Source: an optimization exercise on an open RTL-to-GDS flow (aim: small area, a short achievable clock period and few clock cycles per item). Production flows keep margins and buffers that such runs may drop.
Only simulation tests tie the RTL to the original design; equivalence was not proved.
No activity file was given, so power comes from the tool's default toggle rates.

Setup of gamma:
==> flow/design.v (excerpt) <==
module max_pool_stream (
  input  wire logic                           clk,
  input  wire logic                           rst_n,
  input  wire logic                           in_tvalid,
  output logic                                in_tready,
  input  wire logic [mps_pkg::IN_DATA_W-1:0]  in_tdata,
  output logic                                out_tvalid,
  input  wire logic                           out_tready,
  output logic [mps_pkg::OUT_DATA_W-1:0]      out_tdata,
  output logic                                out_tlast,
  input  wire logic                           cfg_wr_en,
  input  wire logic [mps_pkg::CFG_IDX_W-1:0]  cfg_index,
  input  wire logic [mps_pkg::CFG_DATA_W-1:0] cfg_wr_data
);
  function automatic logic gt15(input logic [14:0] a, input logic [14:0] b);
    logic [15:0] g, e;
    g = {1'b0, a & ~b};
    e = {1'b1, ~(a ^ b)};
    for (int i = 1; i < 16; i += 2) begin
      g[i] = g[i] | (e[i] & g[i-1]);
      e[i] = e[i] & e[i-1];
    end
    for (int i = 3; i < 16; i += 4) begin
      g[i] = g[i] | (e[i] & g[i-2]);
      e[i] = e[i] & e[i-2];
    end
    for (int i = 7; i < 16; i += 8) begin
  ...
For scale: roughly 3500 cells after synthesis, about 72000 sq um of cells after synthesis.
clock: 5.5 ns
lec_check: 0
cap_margin: 20
core_aspect_ratio: 0.5
core_margin: 2
core_utilization: 65
cts_cluster_diameter: 100
cts_cluster_size: 24
place_density: 0.75
setup_slack_margin: 3.2
slew_margin: 20
run.sh (not shown) runs the stock make flow with config.mk's settings and CLKGATE_MAP_FILE= SYNTH_SCRIPT=/design/flow/synth_recipe.tcl, a recipe that flattens the netlist after the stock synthesis.
Testbench counts of gamma, summed over its fixed seeds: cycles 177,457, samples 176,956.
Setup changes, gamma to alpha
--- a/flow/design.v
+++ b/flow/design.v
@@ -96,31 +96,27 @@
   always_comb begin
     div_t   = {div_r, div_q[8]};
     div_ge  = div_t > {2'd0, pm1};
     nwin    = div_q[7:0];
     div_fin = div_busy && div_cnt == 4'd0;
     if (div_go) div_busy_n = 1'b1;
     else if (div_fin) div_busy_n = 1'b0;
     else div_busy_n = div_busy;
   end
   always_ff @(posedge clk) begin
     div_busy <= div_busy_n;
     if (div_go) begin
-      div_r <= '0;
-      case (pm1)
-        3'd1:    begin div_q <= {1'b0, wfull[8:1]};   div_cnt <= 4'd0; end
-        3'd3:    begin div_q <= {2'b0, wfull[8:2]};   div_cnt <= 4'd0; end
-        3'd7:    begin div_q <= {3'b0, wfull[8:3]};   div_cnt <= 4'd0; end
-        default: begin div_q <= wfull;                div_cnt <= 4'd9; end
-      endcase
+      div_r   <= '0;
+      div_q   <= wfull;
+      div_cnt <= 4'd9;
     end else if (div_busy && div_cnt != 4'd0) begin
       div_r   <= div_ge ? 4'(div_t + ~{2'd0, pm1}) : div_t[3:0];
       div_q   <= {div_q[7:0], div_ge};
       div_cnt <= div_cnt - 4'd1;
     end
     if (div_fin) begin
       one_win <= nwin <= 8'd1;
       two_win <= nwin == 8'd2;
       n       <= (nwin >= 8'd67) ? {1'b1, 6'(nwin[5:0] - 6'd1)}
                                  : {1'b0, 6'(nwin[5:0] - 6'd3)};
     end
   end
@@ -220,25 +216,24 @@
   always_ff @(posedge clk) begin
     cw <= cw_n;  cw0 <= cw0_n;  cwl <= cwl_n;
     rw <= rw_n;  rw0 <= rw0_n;  rwl <= rwl_n;
     colrem <= colrem_n;  row_end <= row_end_n;
     rowrem <= rowrem_n;  chan_end <= chan_end_n;
     oc <= oc_n;  oc0 <= oc0_n;  orow <= orow_n;
     ch <= ch_n;  last_ch <= last_ch_n;
     col_ok <= col_ok_n;  row_ok <= row_ok_n;
   end
   logic [POOLED_W-1:0] acc, acc_nxt, x_in;
   logic [POOLED_W-1:0] x32, x16, x8, xm, x2, x1, xt, mid, tail;
   logic                push, gt_acc, gt_rd, from_acc, from_rd, upd;
-  logic                k_acc, k_s, k_upd, k_fa, k_fr;
   logic                c_acc, c_tail, c_s;
   logic                ci_acc, ci_tail, ci_s, ck_acc, ck_tail, ck_s;
   always_ff @(posedge clk) begin
     hold <= div_busy_n && col_ok_n && row_ok_n && cw0_n && !p_one &&
             !(rw0_n && oc0_n);
     push <= s1_v_n && col_ok_n && row_ok_n && cw0_n &&
             !(div_busy_n && !p_one && !(rw0_n && oc0_n));
   end
   always_comb begin
     from_acc = !cw0 || (!rw0 && one_win);
     from_rd  = cw0 && !rw0 && !one_win;
     upd      = s1_v && in_win && !s1_hold;
@@ -250,38 +245,31 @@
     ck_tail  = gt15(skid_s, tail);
     ck_s     = gt15(skid_s, s1_s);
     c_acc    = skid_v ? ck_acc  : ci_acc;
     c_tail   = skid_v ? ck_tail : ci_tail;
     c_s      = skid_v ? ck_s    : ci_s;
   end
   always_ff @(posedge clk) begin
     if (in_fire && !s1_free)
       skid_s <= in_tdata[15] ? '0 : in_tdata[14:0];
     if (s1_load) begin
       s1_s  <= x_in;
       gt_rd <= c_tail;
-      k_acc <= c_acc;
-      k_s   <= c_s;
-      k_upd <= upd;
-      k_fa  <= from_acc;
-      k_fr  <= from_rd;
+      if (!upd) gt_acc <= c_acc;
+      else if (from_acc) gt_acc <= c_acc && c_s;
+      else if (from_rd) gt_acc <= c_tail && c_s;
+      else gt_acc <= c_s;
     end
   end
   always_comb begin
-    if (!k_upd) gt_acc = k_acc;
-    else if (k_fa) gt_acc = k_acc && k_s;
-    else if (k_fr) gt_acc = gt_rd && k_s;
-    else gt_acc = k_s;
-  end
-  always_comb begin
     if (from_acc) acc_nxt = gt_acc ? s1_s : acc;
     else if (from_rd) acc_nxt = gt_rd ? s1_s : tail;
     else acc_nxt = s1_s;
   end
   always_ff @(posedge clk) begin
     if (upd) acc <= acc_nxt;
   end
   logic [POOLED_W-1:0] seg62 [62];
   logic [POOLED_W-1:0] seg32 [32];
   logic [POOLED_W-1:0] seg16 [16];
   logic [POOLED_W-1:0] seg8  [8];
   logic [POOLED_W-1:0] seg4  [4];
==> comparison <==
- Run comparison: alpha first element of the critical path skid_s[9]; gamma first element of the critical path od_l
- alpha against gamma: wire length of the first global-routing pass saw a decrease, part of the cycle the worst path needs shows an increase of 0.20 points, number of sequential cells now sits at about the same level, total power moved down, placeable core area went down about 0.4%.
- Layout clock buffer count, alpha vs gamma: up slightly
- gamma → alpha: share of total power in sequential cells has increased; effective utilization at floorplan has decreased; number of ordinary and repair buffers in the finished layout has decreased.
- Summary of alpha over gamma: fraction of layout instances using a drive strength above 1 up 1.3 points, relative contribution of combinational cells to total power now smaller.
- Final layout net count (alpha vs. gamma) decreases by a few percent
- Worst setup slack in alpha vs gamma: down 0.011 ns
- Register bit count reported by yosys of alpha is on par with gamma.
Testbench counts of alpha, summed over its fixed seeds: cycles 177,681, samples 176,956.

separate check: timing with driven ports:
Ports are ideal in the flow. The routed layouts listed here were re-timed in OpenROAD.
Step 1: set_driving_cell puts a clkbuf_16 on clk and a buf_2 on each other input, an assumption about the parent block.
Step 2, shift: input delay + t, output delay - t, t = (earliest + latest rising clock arrival at the registers) / 2. This alone moves slack from input paths to output paths.
Three values: ideal ports, drivers, drivers and shift; two values: the first two.
| run | t (ns) | slack for setup (ns) | worst data-port slew with drivers (ns) | pins driven straight from the clock port |
|---|---|---|---|---|
| gamma | 0.816 | 3.157 / 3.074 / 2.439 | 0.14 | 1 |
| alpha | 0.786 | 3.146 / 3.102 / 2.371 | 0.11 | 1 |
After both steps every run listed still meets setup and hold. The setup slack of alpha, which loses most, moves by -0.044 ns with the drivers and by -0.775 ns with both steps.
